This design comes from an exercise in tuning for small area, a short achievable clock period and few clock cycles per item on the open sky130 flow, not from production work. No run shown here included a check of the RTL's function; only the layout flow was run. No activity file was given, so power comes from the tool's default toggle rates.

**config.mk**
```make
export PLATFORM = sky130hd
export DESIGN_NAME = moving_average_deviation_alarm
export DESIGN_NICKNAME = moving_average_deviation_alarm
export VERILOG_FILES = /design/flow/design.v
export SDC_FILE = /design/flow/constraint.sdc
export NUM_CORES = 4
export LEC_CHECK = 0
export CAP_MARGIN = 20
export CORE_MARGIN = 2
export CORE_UTILIZATION = 40
export SETUP_SLACK_MARGIN = 2.0
export SLEW_MARGIN = 20
```
**run.sh**
```bash
#!/bin/bash
# synth_recipe.tcl (not shown) runs the flow's synth.tcl, then flattens the netlist and writes it again
# the make line also repeats each setting of config.mk as NAME=value (left out here)
make -C /OpenROAD-flow-scripts/flow DESIGN_CONFIG=/design/flow/config.mk WORK_HOME=/design/flow/orfs CLKGATE_MAP_FILE= SYNTH_SCRIPT=/design/flow/synth_recipe.tcl finish
```
**design.v**
```verilog
package mada_pkg;
  localparam int WINDOW_SIZE_DEFAULT = 20;
  localparam int SAMPLE_W            = 12;
  localparam int PERIOD_W            = 8;
  localparam int CFG_INDEX_W         = 4;
  localparam int CFG_DATA_W          = 12;
endpackage
module moving_average_deviation_alarm #(
  parameter int WINDOW_SIZE = mada_pkg::WINDOW_SIZE_DEFAULT
) (
  input  logic        clk,
  input  logic        rst,
  input  logic        in_valid,
  output logic        in_stall,
  input  logic [11:0] sample,
  output logic        out_valid,
  input  logic        out_stall,
  output logic [11:0] average,
  output logic [11:0] deviation,
  output logic        alarm,
  output logic        report_due,
  output logic        initialized,
  input  logic        cfg_valid,
  output logic        cfg_ready,
  input  logic [3:0]  cfg_index,
  input  logic [11:0] cfg_data
);
  function automatic logic [10:0] div_hi(input logic [4:0] h);
    case (h)
      5'd0: div_hi = {8'd0, 3'd0};
      5'd1: div_hi = {8'd6, 3'd2};
      5'd2: div_hi = {8'd12, 3'd4};
      5'd3: div_hi = {8'd19, 3'd1};
      5'd4: div_hi = {8'd25, 3'd3};
      5'd5: div_hi = {8'd32, 3'd0};
      5'd6: div_hi = {8'd38, 3'd2};
      5'd7: div_hi = {8'd44, 3'd4};
      5'd8: div_hi = {8'd51, 3'd1};
      5'd9: div_hi = {8'd57, 3'd3};
      5'd10: div_hi = {8'd64, 3'd0};
      5'd11: div_hi = {8'd70, 3'd2};
      5'd12: div_hi = {8'd76, 3'd4};
      5'd13: div_hi = {8'd83, 3'd1};
      5'd14: div_hi = {8'd89, 3'd3};
      5'd15: div_hi = {8'd96, 3'd0};
      5'd16: div_hi = {8'd102, 3'd2};
      5'd17: div_hi = {8'd108, 3'd4};
      5'd18: div_hi = {8'd115, 3'd1};
      5'd19: div_hi = {8'd121, 3'd3};
      5'd20: div_hi = {8'd128, 3'd0};
      5'd21: div_hi = {8'd134, 3'd2};
      5'd22: div_hi = {8'd140, 3'd4};
      5'd23: div_hi = {8'd147, 3'd1};
      5'd24: div_hi = {8'd153, 3'd3};
      5'd25: div_hi = {8'd160, 3'd0};
      5'd26: div_hi = {8'd166, 3'd2};
      5'd27: div_hi = {8'd172, 3'd4};
      5'd28: div_hi = {8'd179, 3'd1};
      5'd29: div_hi = {8'd185, 3'd3};
      5'd30: div_hi = {8'd192, 3'd0};
      5'd31: div_hi = {8'd198, 3'd2};
      default: div_hi = '0;
    endcase
  endfunction
  function automatic logic [5:0] div_y(input logic [5:0] y);
    case (y)
      6'd0: div_y = {3'd0, 3'd0};
      6'd1: div_y = {3'd0, 3'd1};
      6'd2: div_y = {3'd0, 3'd2};
      6'd3: div_y = {3'd0, 3'd3};
      6'd4: div_y = {3'd0, 3'd4};
      6'd5: div_y = {3'd1, 3'd0};
      6'd6: div_y = {3'd1, 3'd1};
      6'd7: div_y = {3'd1, 3'd2};
      6'd8: div_y = {3'd1, 3'd3};
      6'd9: div_y = {3'd1, 3'd4};
      6'd10: div_y = {3'd2, 3'd0};
      6'd11: div_y = {3'd2, 3'd1};
      6'd12: div_y = {3'd2, 3'd2};
      6'd13: div_y = {3'd2, 3'd3};
      6'd14: div_y = {3'd2, 3'd4};
      6'd15: div_y = {3'd3, 3'd0};
      6'd16: div_y = {3'd3, 3'd1};
      6'd17: div_y = {3'd3, 3'd2};
      6'd18: div_y = {3'd3, 3'd3};
      6'd19: div_y = {3'd3, 3'd4};
      6'd20: div_y = {3'd4, 3'd0};
      6'd21: div_y = {3'd4, 3'd1};
      6'd22: div_y = {3'd4, 3'd2};
      6'd23: div_y = {3'd4, 3'd3};
      6'd24: div_y = {3'd4, 3'd4};
      6'd25: div_y = {3'd5, 3'd0};
      6'd26: div_y = {3'd5, 3'd1};
      6'd27: div_y = {3'd5, 3'd2};
      6'd28: div_y = {3'd5, 3'd3};
      6'd29: div_y = {3'd5, 3'd4};
      6'd30: div_y = {3'd6, 3'd0};
      6'd31: div_y = {3'd6, 3'd1};
      6'd32: div_y = {3'd6, 3'd2};
      6'd33: div_y = {3'd6, 3'd3};
      6'd34: div_y = {3'd6, 3'd4};
      6'd35: div_y = {3'd7, 3'd0};
      default: div_y = '0;
    endcase
  endfunction
  logic [11:0] thr, vlo, vhi;
  logic [7:0]  per;
  assign cfg_ready = 1'b1;
  always_ff @(posedge clk) begin
    if (rst) begin
      thr <= 12'd32;
      vlo <= 12'd16;
      vhi <= 12'd1600;
      per <= 8'd10;
    end else if (cfg_valid) begin
      case (cfg_index)
        4'd0: thr <= cfg_data;
        4'd1: vlo <= cfg_data;
        4'd2: vhi <= cfg_data;
        4'd3: per <= cfg_data[7:0];
        default: ;
      endcase
    end
  end
  logic        adv, acc;
  logic        skid_v;
  logic [11:0] skid_d;
  assign adv      = !(out_valid && out_stall);
  assign in_stall = skid_v;
  assign acc      = in_valid && !skid_v;
  always_ff @(posedge clk) begin
    if (rst) skid_v <= 1'b0;
    else     skid_v <= !adv && (skid_v || acc);
  end
  always_ff @(posedge clk) begin
    if (!skid_v) skid_d <= sample;
  end
  logic        v0;
  logic [11:0] s0;
  logic [7:0]  cnt;
  logic [11:0] sb0;
  logic [10:0] dh;
  logic [5:0]  y0;
  logic        inr0, rep0;
  always_ff @(posedge clk) begin
    if (rst) v0 <= 1'b0;
    else if (adv) v0 <= skid_v || acc;
  end
  always_ff @(posedge clk) begin
    if (adv) s0 <= skid_v ? skid_d : sample;
  end
  assign sb0 = {~s0[11], s0[10:0]};
  assign dh  = div_hi(sb0[11:7]);
  assign y0  = {3'd0, dh[2:0]} + {1'b0, sb0[6:2]};
  assign inr0 = ($signed(s0) > $signed(vlo)) && ($signed(s0) < $signed(vhi));
  assign rep0 = (cnt >= per);
  always_ff @(posedge clk) begin
    if (rst) cnt <= 8'd0;
    else if (adv && v0) cnt <= rep0 ? 8'd1 : cnt + 8'd1;
  end
  logic        v1, inr1, rep1;
  logic [7:0]  qh1;
  logic [5:0]  y1;
  logic [11:0] s1;
  always_ff @(posedge clk) begin
    if (rst) v1 <= 1'b0;
    else if (adv) v1 <= v0;
  end
  always_ff @(posedge clk) begin
    if (adv) begin
      qh1  <= dh[10:3];
      y1   <= y0;
      s1   <= s0;
      inr1 <= inr0;
      rep1 <= rep0;
    end
  end
  logic [5:0]        dy;
  logic [7:0]        q1;
  logic [2:0]        r51;
  logic [1:0]        lo1;
  logic [7:0]        wq  [0:19];
  logic [2:0]        wr5 [0:19];
  logic [1:0]        wlo [0:19];
  logic [7:0]        fq;
  logic [2:0]        fr5;
  logic [1:0]        flo;
  logic [4:0]        kcnt;
  logic              filled;
  logic [2:0]        R5;
  logic [1:0]        RL;
  logic              fill, upd, kfull;
  logic [7:0]        qrem;
  logic [2:0]        r5rem;
  logic [1:0]        lorem;
  logic signed [3:0] ls;
  logic signed [4:0] hs;
  logic              cl_p, cl_n, cp, cn;
  logic [2:0]        r5n;
  logic [8:0]        x1;
  assign dy  = div_y(y1);
  assign q1  = qh1 + {5'd0, dy[5:3]};
  assign r51 = dy[2:0];
  assign lo1 = s1[1:0];
  assign fill  = v1 && !filled && inr1;
  assign upd   = v1 && filled;
  assign kfull = (kcnt == 5'd19);
  assign qrem  = kfull ? wq[19]  : fq;
  assign r5rem = kfull ? wr5[19] : fr5;
  assign lorem = kfull ? wlo[19] : flo;
  assign ls   = $signed({2'b0, RL}) + $signed({2'b0, lo1}) - $signed({2'b0, lorem});
  assign cl_n = ls[3];
  assign cl_p = !ls[3] && ls[2];
  assign hs   = $signed({2'b0, R5}) + $signed({2'b0, r51}) - $signed({2'b0, r5rem})
              + $signed({4'd0, cl_p}) - $signed({4'd0, cl_n});
  assign cn   = hs[4];
  assign cp   = !hs[4] && (hs >= 5'sd5);
  assign r5n  = cn ? 3'(hs + 5'sd5) : (cp ? 3'(hs - 5'sd5) : hs[2:0]);
  assign x1   = {1'b0, qh1} + {6'd0, dy[5:3]} - {1'b0, qrem};
  always_ff @(posedge clk) begin
    if (adv && v1) begin
      wq[0]  <= q1;
      wr5[0] <= r51;
      wlo[0] <= lo1;
      for (int i = 1; i < 20; i++) begin
        wq[i]  <= wq[i-1];
        wr5[i] <= wr5[i-1];
        wlo[i] <= wlo[i-1];
      end
    end
  end
  always_ff @(posedge clk) begin
    if (rst) filled <= 1'b0;
    else if (adv && fill) filled <= 1'b1;
  end
  always_ff @(posedge clk) begin
    if (adv) begin
      if (fill) begin
        fq   <= q1;
        fr5  <= r51;
        flo  <= lo1;
        kcnt <= 5'd0;
        R5   <= 3'd0;
        RL   <= 2'd0;
      end else if (upd) begin
        R5 <= r5n;
        RL <= ls[1:0];
        if (!kfull) kcnt <= kcnt + 5'd1;
      end
    end
  end
  logic        v2, fill2, upd2, cp2, cn2, rep2, init2;
  logic [8:0]  x2;
  logic [11:0] s2;
  logic [11:0] Q;
  always_ff @(posedge clk) begin
    if (rst) v2 <= 1'b0;
    else if (adv) v2 <= v1;
  end
  always_ff @(posedge clk) begin
    if (adv) begin
      fill2 <= fill;
      upd2  <= upd;
      x2    <= x1;
      cp2   <= cp;
      cn2   <= cn;
      s2    <= s1;
      rep2  <= rep1;
      init2 <= filled || fill;
    end
  end
  always_ff @(posedge clk) begin
    if (adv) begin
      if (fill2) Q <= {~s2[11], s2[10:0]};
      else if (upd2) Q <= Q + {{3{x2[8]}}, x2} + {11'd0, cp2} - {11'd0, cn2};
    end
  end
  logic        v3, upd3, rep3, init3, rnz3;
  logic [11:0] s3;
  always_ff @(posedge clk) begin
    if (rst) v3 <= 1'b0;
    else if (adv) v3 <= v2;
  end
  always_ff @(posedge clk) begin
    if (adv) begin
      upd3  <= upd2;
      s3    <= s2;
      rep3  <= rep2;
      init3 <= init2;
      rnz3  <= (R5 != 3'd0) || (RL != 2'd0);
    end
  end
  logic        corr, dneg, zero, thr0;
  logic [11:0] sb3, avgb, dx, tsel;
  logic [12:0] d;
  logic [11:0] dev;
  assign corr = !Q[11] && rnz3;
  assign sb3  = {~s3[11], s3[10:0]};
  assign avgb = Q + {11'd0, corr};
  assign d    = {1'b0, sb3} + {1'b1, ~Q} + {12'd0, !corr};
  assign dneg = d[12];
  assign dx   = dneg ? ~d[11:0] : d[11:0];
  assign tsel = dneg ? thr - 12'd1 : thr;
  assign thr0 = (thr == 12'd0);
  assign zero = !upd3 || (s3 == 12'd0) || (Q == 12'h800 && !corr) || (Q == 12'h7FF && corr);
  assign dev  = zero ? 12'd0 : dx + {11'd0, dneg};
  always_ff @(posedge clk) begin
    if (rst) out_valid <= 1'b0;
    else if (adv) out_valid <= v3;
  end
  always_ff @(posedge clk) begin
    if (adv) begin
      average     <= upd3 ? (avgb ^ 12'h800) : 12'd0;
      deviation   <= dev;
      alarm       <= thr0 || (!zero && (dx >= tsel));
      report_due  <= rep3;
      initialized <= init3;
    end
  end
endmodule
```
**constraint.sdc**
```tcl
create_clock -name core_clock -period 5.5 [get_ports {clk}]
set_input_delay 1.1000 -clock core_clock [delete_from_list [all_inputs] [get_ports {clk}]]
set_output_delay 1.1000 -clock core_clock [all_outputs]
set_load 0.01 [all_outputs]
```
==> flow_metrics.env, run 1 <==
export IMPL_status="timing/DRC/antenna clean"
export IMPL_synth_simple_area_share_pct=8.30
export IMPL_vias=11800
export IMPL_tns_ns=0
export IMPL_wl_um=38900
export IMPL_grt_pass1_wl_um=61900
export IMPL_reg_top3="wq x160, wr5 x60, wlo x40"
export IMPL_numPortBuffers=61
export IMPL_synthCells=1539
export IMPL_setup_viol=0
export IMPL_yosys_warnings=4
export IMPL_dp_cells=2265
export IMPL_cts_tree="built"
export IMPL_row_count=83
export IMPL_layout_commonest_cell="edfxtp_1"
export IMPL_path_cells="ha_2 -> nand2_2 -> nor3_4 -> mux2_4 -> fa_1 -> inv_2 -> ha_4 -> a211oi_4 -> fa_1 -> fa_1 -> fa_2 -> fa_2 -> ha_2 -> or3_4 -> a211oi_2 -> o221a_2 -> buf_4 -> nand2_1 -> o211ai_1 -> a21oi_1"
export IMPL_synth_top_family_by_area="adder cells"
export IMPL_first_iter_violations=844
export IMPL_dominantRegCellSynth="edfxtp_1"
export IMPL_timing_final_crit_share_pct=98.1
export IMPL_place_area_um2=22400
export IMPL_overflow=0
export IMPL_largest_reg_flops=160
export IMPL_p_per_area_nw_per_um2=405
export IMPL_utilization_pct=48.2
export IMPL_timing_final_crit_period_ns=5.40
export IMPL_cts_made_buffers=49
export IMPL_synth_adder_area_share_pct=8.81
export IMPL_finalNonFillerCells=2401
export IMPL_h_tree_depth=2
export IMPL_fmax_mhz=185
export IMPL_critical_path_arrival_ns=5.73
export IMPL_critical_path_class="flop to flop"
export IMPL_vdd_drop_max_mv=0.240
export IMPL_drc_errors=0
export IMPL_antenna_found_initial=2
export IMPL_endpoint_kind="flop"
export IMPL_grt_setup_unrepaired="true"
export IMPL_hold_path_class="flop to flop"
export IMPL_grt_max_degree=78
export IMPL_synth_area_um2=20700
export IMPL_synth_area_mux_share_pct=2.52
export IMPL_holdWs_ns=0.400
export IMPL_path_common_cell="fa_1"
export IMPL_tightest_slew_ns=1.02
export IMPL_gp_congestion=0.834
export IMPL_slowest_delay_ns=0.52
export IMPL_cts_root_buf="clkbuf_16"
export IMPL_final_cell_mix="edfxtp_1 (404), inv_1 (130), nand2_1 (130)"
export IMPL_path_delay_family="adder cells"
export IMPL_die_h_um=232
export IMPL_clock_skew_ns=0.0209
export IMPL_required_ns=5.83
export IMPL_critPathBufInv=2
export IMPL_top_register="wq"
export IMPL_hold_violations=0
export IMPL_cts_buffer_depth=3
export IMPL_cp_max_fo=3
export IMPL_final_nets=1851
export IMPL_grtUsageTotal_pct=14.5
export IMPL_yosysSeqAreaShare_pct=65.9
export IMPL_post_place_ws_ns=-0.0609
export IMPL_synth_xor_area_share_pct=3.82
export IMPL_post_drt_via_cell_ratio=4.93
export IMPL_crit_path_top_delay_cell="fa_1"
export IMPL_fp_dieW_um=232
export IMPL_ant_nets=0
export IMPL_cts_sink_count=481
export IMPL_yosysTopAreaCellShare_pct=58.5
export IMPL_clk_pin_slew_ns=0.06
export IMPL_core_area_um2=51300
export IMPL_synth_seq_cells=481
export IMPL_final_area_um2=24700
export IMPL_fin_ws_ns=0.104
export IMPL_clk_latency_ns=0.59
export IMPL_hpwl_um=25500
export IMPL_initial_utilization_pct=40.4
export IMPL_synth_compound_area_share_pct=7.31
export IMPL_first_pass_iters=7
export IMPL_synth_edf_count=404
export IMPL_syn2layout_area_growth_pct=19.3
export IMPL_grt_pass1_vias=11600
export IMPL_die_area_um2=53700
export IMPL_avgSynthCellArea_um2=13.5
export IMPL_synth_area_top_cells="edfxtp_1 (59%), dfxtp_1 (7.4%), ha_1 (7.1%), inv_1 (2.5%), nand2_1 (2.5%)"
export IMPL_leakage_nw=9.14
export IMPL_slew_violations=0
export IMPL_startpoint_type="flop"
export IMPL_drv_cap=0
export IMPL_yosys_area_top_type="edfxtp_1"
export IMPL_wl_per_cell_um=16.2
export IMPL_synthArstFlopShare_pct=0
export IMPL_syn_nets=1707
export IMPL_drive_gt1_share_pct=15.3
export IMPL_slew_headroom_pct=31.7
export IMPL_synth_cell_types=75
export IMPL_post_layout_total_power_mw=10.0
export IMPL_ios=63
-- final timing paths --
check | cells past startpoint | slack (ns) | to | from
worst min register to register | 0 | 0.40 | wq[15][2] | wq[14][2]
worst max register to register | 20 | 0.10 | R5[1] | kcnt[1]
worst min-delay path | 0 | 0.40 | wq[15][2] | wq[14][2]
worst max-delay path | 20 | 0.10 | R5[1] | kcnt[1]
-- cell type report --
type,count,area [µm²]
sequential,481,13700
timing repair buffer,127,1160
tap,680,851
clock buffer,69,1360
clock inverter,19,219
inverter,143,551
fill,4494,26600
antenna,1,2.50
multi-input combinational,881,6920
-- Yosys cell counts (4+ instances only) --
cell type	instances
edfxtp_1	404
o21ai_0	57
fa_1	17
inv_1	140
o211ai_1	14
xor2_1	32
nand2_1	136
nor2b_1	13
mux2_2	23
nand3_1	21
and3_1	4
nand4_1	12
a31oi_1	5
or2_2	5
o31ai_1	5
or3_1	6
a21o_1	18
nand2b_1	14
a21boi_0	5
clkbuf_1	25
buf_1	6
and2_1	20
o21bai_1	6
xnor2_1	54
mux2i_1	24
ha_1	118
a211oi_1	12
nor3_1	19
nor2_1	91
dfxtp_1	77
o21a_1	7
nor4_1	13
a21oi_1	86
-- report_power, final --
group	total (mW)	switching, mW	internal [mW]	leakage, nW
Combinational	2.41	1.30	1.12	3.83
Sequential	4.38	0.129	4.25	4.55
Clock	3.23	1.36	1.88	0.767
Total	10.0	2.78	7.24	9.14
-- kinds of logic after synthesis --
logic type	Yosys count
DFF	481
buffers and inverters	177
xor gates and xnor gates	88
muxes	48
AOI/OAI and AO/OA	241
and+or+nand+nor	367
other	1
adders and majority gates	136
-- layer usage --
metal | global-route usage (%) | up-vias | part of all wire, %
met5 | 0 | - | 0
li1 | - | 5805 | -
met4 | 4.81 | 0 | 2.3
met1 | 21.6 | 5785 | 50
met2 | 21.6 | 187 | 44
met3 | 2.42 | 67 | 3.9
-- what timing repair did --
item,in CTS,in global routing
hold buffers,0,0
setup buffers,31,16
pin swaps,20,21
gates resized for setup,37,58
endpoints found under the setup margin,27,172
==> run 2, diff against run 1 <==
--- a/config.mk
+++ b/config.mk
@@ -9,4 +9,4 @@
 export CORE_MARGIN = 2
 export CORE_UTILIZATION = 40
-export SETUP_SLACK_MARGIN = 2.0
+export SETUP_SLACK_MARGIN = 3.0
 export SLEW_MARGIN = 20
==> run 2 against run 1 <==
  * Clock skew increased by 0.038 ns
  * Critical path depth unchanged
  * Power increased by 5.8%
  * Clock power increased by 7.4%
  * Area after synthesis unchanged
  * Global-route usage increased by 0.44 points
  * Combinational power increased by 15%
  * Final area increased by 4.3%
  * Die area unchanged
==> flow_metrics.env, run 2 <==
export IMPL_die_h_um=232
export IMPL_wl_per_cell_um=16.5
export IMPL_overflow=0
export IMPL_path_cells="ha_2 -> nand2_2 -> nor3_4 -> mux2_4 -> fa_1 -> inv_2 -> ha_4 -> a211oi_4 -> fa_1 -> fa_1 -> fa_2 -> fa_2 -> ha_2 -> or3_4 -> a211oi_2 -> o221a_2 -> o21ai_1 -> nand2_1 -> xnor2_1 -> nor2_1"
export IMPL_vias=12200
export IMPL_hpwl_um=25800
export IMPL_synthArstFlopShare_pct=0
export IMPL_cp_max_fo=3
export IMPL_vdd_drop_max_mv=0.278
export IMPL_die_area_um2=53700
export IMPL_wl_um=40500
export IMPL_leakage_nw=9.78
export IMPL_slowest_delay_ns=0.51
export IMPL_finalNonFillerCells=2459
export IMPL_hold_depth=0
export IMPL_layout_commonest_cell="edfxtp_1"
export IMPL_syn2layout_area_growth_pct=24.5
export IMPL_critical_path_arrival_ns=5.72
export IMPL_numPortBuffers=61
export IMPL_largest_reg_flops=160
export IMPL_power_frac_clock_pct=32.7
export IMPL_clk_pin_slew_ns=0.06
export IMPL_synth_cell_types=75
export IMPL_syn_nets=1707
export IMPL_synth_area_um2=20700
export IMPL_endpoint_kind="flop"
export IMPL_r2r_end="R5[2]"
export IMPL_status="timing/DRC/antenna clean"
export IMPL_synth_common_cells="edfxtp_1 (404), inv_1 (140), nand2_1 (136)"
export IMPL_worst_r2r_setup_slack_ns=0.09
export IMPL_postCtsHoldBufs=0
export IMPL_reg_top3="wq x160, wr5 x60, wlo x40"
export IMPL_core_area_um2=51300
export IMPL_tightest_slew_ns=0.867
export IMPL_synth_area_top_cells="edfxtp_1 (59%), dfxtp_1 (7.4%), ha_1 (7.1%), inv_1 (2.5%), nand2_1 (2.5%)"
export IMPL_antenna_found_initial=1
export IMPL_hold_end="wlo[7][1]"
export IMPL_required_ns=5.82
export IMPL_drive_gt1_share_pct=21.2
export IMPL_power_internal_mw=7.62
export IMPL_critical_path_class="flop to flop"
export IMPL_crit_path_top_delay_cell="fa_1"
export IMPL_seqPwrFrac_pct=41.2
export IMPL_slew_violations=0
export IMPL_grtUsageTotal_pct=15.0
export IMPL_drv_cap=0
export IMPL_n_antenna_cell=0
export IMPL_startpoint_type="flop"
export IMPL_initial_utilization_pct=40.4
export IMPL_ant_nets=0
export IMPL_dp_cells=2265
export IMPL_grt_max_degree=75
export IMPL_swShare_pct=28.2
export IMPL_ios=63
export IMPL_timing_final_crit_period_ns=5.41
export IMPL_synth_seq_cells=481
export IMPL_hold_violations=0
export IMPL_post_synth_top_count_cell="edfxtp_1"
export IMPL_setup_viol=0
export IMPL_yosysTopAreaCellShare_pct=58.5
export IMPL_cts_sink_count=481
export IMPL_row_count=83
export IMPL_first_pass_iters=5
export IMPL_cts_made_buffers=50
export IMPL_grt_pass1_vias=12000
export IMPL_p_per_area_nw_per_um2=411
export IMPL_nFillCells=4358
export IMPL_cts_buffer_depth=3
export IMPL_p_sw_mw=2.99
export IMPL_clk_latency_ns=0.62
export IMPL_synth_edf_count=404
export IMPL_h_tree_depth=2
export IMPL_gp_congestion=0.802
export IMPL_clock_skew_ns=0.0587
export IMPL_grt_setup_unrepaired="true"
export IMPL_holdWs_ns=0.414
export IMPL_post_drt_via_cell_ratio=4.96
export IMPL_timing_final_crit_share_pct=98.3
export IMPL_drc_errors=0
export IMPL_dominantRegCellSynth="edfxtp_1"
export IMPL_power_frac_comb_pct=26.1
export IMPL_grt_pass1_wl_um=63500
export IMPL_final_nets=1907
export IMPL_yosysSeqAreaShare_pct=65.9
export IMPL_first_iter_violations=826
export IMPL_top_register="wq"
export IMPL_slew_headroom_pct=41.8
export IMPL_avgSynthCellArea_um2=13.5
export IMPL_final_cell_mix="edfxtp_1 (404), nand2_1 (130), inv_1 (126)"
export IMPL_yosys_area_top_type="edfxtp_1"
export IMPL_fmax_mhz=185
export IMPL_hold_path_class="flop to flop"
export IMPL_cts_root_buf="clkbuf_16"
export IMPL_reg2reg_depth=20
export IMPL_min_from="wlo[6][1]"
export IMPL_r2r_start="kcnt[0]"
export IMPL_fp_dieW_um=232
export IMPL_synthCells=1539
export IMPL_yosys_warnings=4
export IMPL_cts_tree="built"
export IMPL_path_common_cell="fa_1"
run 2: how the worst max path moves through the flow:
stage,startpoint,endpoint,slack [ns],depth (start not counted)
3_3_place_gp,kcnt[1],R5[2],0.03,20
3_5_place_dp,kcnt[1],R5[2],-0.11,20
2_1_floorplan,out_stall,wlo[0][0],-0.44,5
4_1_cts,kcnt[0],R5[2],0.08,20
5_1_grt,kcnt[0],R5[2],-0.09,20
6_report,kcnt[0],R5[2],0.09,20
run 2: worst max-delay path, delay by kind of cell (launching register included):
family / cells / cell delay (ns)
AO/OA/AOI/OAI: 4 / 0.70
XOR/XNOR: 1 / 0.11
adder cells (fa/ha/maj): 8 / 2.85
buffers and inverters: 1 / 0.05
flip-flops: 1 / 0.36
multiplexers: 1 / 0.33
AND/OR/NAND/NOR: 5 / 0.72
run 2: final cells by class:
cell class	count	area (µm²)	area share, %
Timing Repair Buffer	181	1780	6.89
Timing Repair inverter	1	7.51	0.0291
Tap cell	680	851	3.30
Inverter	143	564	2.19
Clock inverter	34	423	1.64
Sequential cell	481	13700	53.0
Clock buffer	58	1290	5.00
Multi-Input combinational cell	881	7210	28.0
run 2: per-layer routing:
layer / wire [µm] / track usage [%] / vias up
li1: - / - / 5922
met1: 19200 / 21.2 / 5979
met2: 18500 / 23.1 / 235
met3: 1700 / 2.62 / 72
met4: 1080 / 5.51 / 0
met5: 0 / 0 / -
run 2: per-stage QoR:
step / TNS (ns) / instance area [µm²] / util, % / power [mW] / setup slack [ns]
2_1_floorplan: -115.24 / 21000 / - / 6.10 / -0.443
3_3_place_gp: 0 / 22500 / 43.8 / 6.58 / 0.0328
3_5_place_dp: -0.299 / 22500 / 43.8 / 6.65 / -0.107
4_1_cts: 0 / 25100 / 48.9 / 10.4 / 0.0798
5_1_grt: -0.231 / 25800 / 50.3 / 11.2 / -0.0943
6_report: 0 / 25800 / 50.3 / 10.6 / 0.0935
run 2: power by group through the flow:
stage          clock, mW  combinational [mW]  sequential, mW
2_1_floorplan          0                1.70            4.40
3_3_place_gp           0                2.13            4.45
4_1_cts             3.57                2.47            4.37
3_5_place_dp           0                2.20            4.45
5_1_grt             3.72                3.06            4.39
6_report            3.47                2.76            4.37
run 2: kinds of logic (layout without fill, tap and decap cells):
logic type	after synthesis	in the layout	synth area share, %
mux	48	48	2.52
xor+xnor	88	88	3.82
fa+ha+maj	136	136	8.81
compound gates	241	241	7.31
flops	481	481	65.9
simple gates	367	367	8.30
other cells	1	1	0.0181
buf+inv	177	417	3.28
run 2: repair_timing:
item | in CTS | in global routing
resized for setup | 123 | 86
setup buffers | 61 | 36
pin swaps | 48 | 48
cloned | 2 | 3
setup endpoints to repair | 335 | 331
endpoints found under the hold margin | 0 | 0

[what the ideal ports hide]
The flow's constraints put no driver on any port. The routed layouts listed below were extracted and timed again, unchanged, in two steps.
Step 1 (the two cells are an assumption about what drives the block):
set clk [get_ports {clk}]
set_driving_cell -lib_cell sky130_fd_sc_hd__clkbuf_16 $clk
set_driving_cell -lib_cell sky130_fd_sc_hd__buf_2 [delete_from_list [all_inputs] $clk]
Step 2 times the ports against the registers' clock, not the clock port: input delays grow and output delays shrink by t, the midpoint of the rising clock arrivals with the driver on.
a / b / c = ideal / step 1 / step 2; a / b = the first two.
| run | t, ns | setup WS [ns] | worst hold slack (ns) | worst slew at a driven data input, ns | cell pins on the clock port's net |
|---|---|---|---|---|---|
| run 1 | 0.641 | 0.104 / 0.104 / 0.104 | 0.400 / 0.400 / 0.400 | 0.04 | 1 |
| run 2 | 0.649 | 0.093 / 0.093 / 0.093 | 0.414 / 0.414 / 0.414 | 0.04 | 1 |
After both steps every run listed still meets setup and hold.
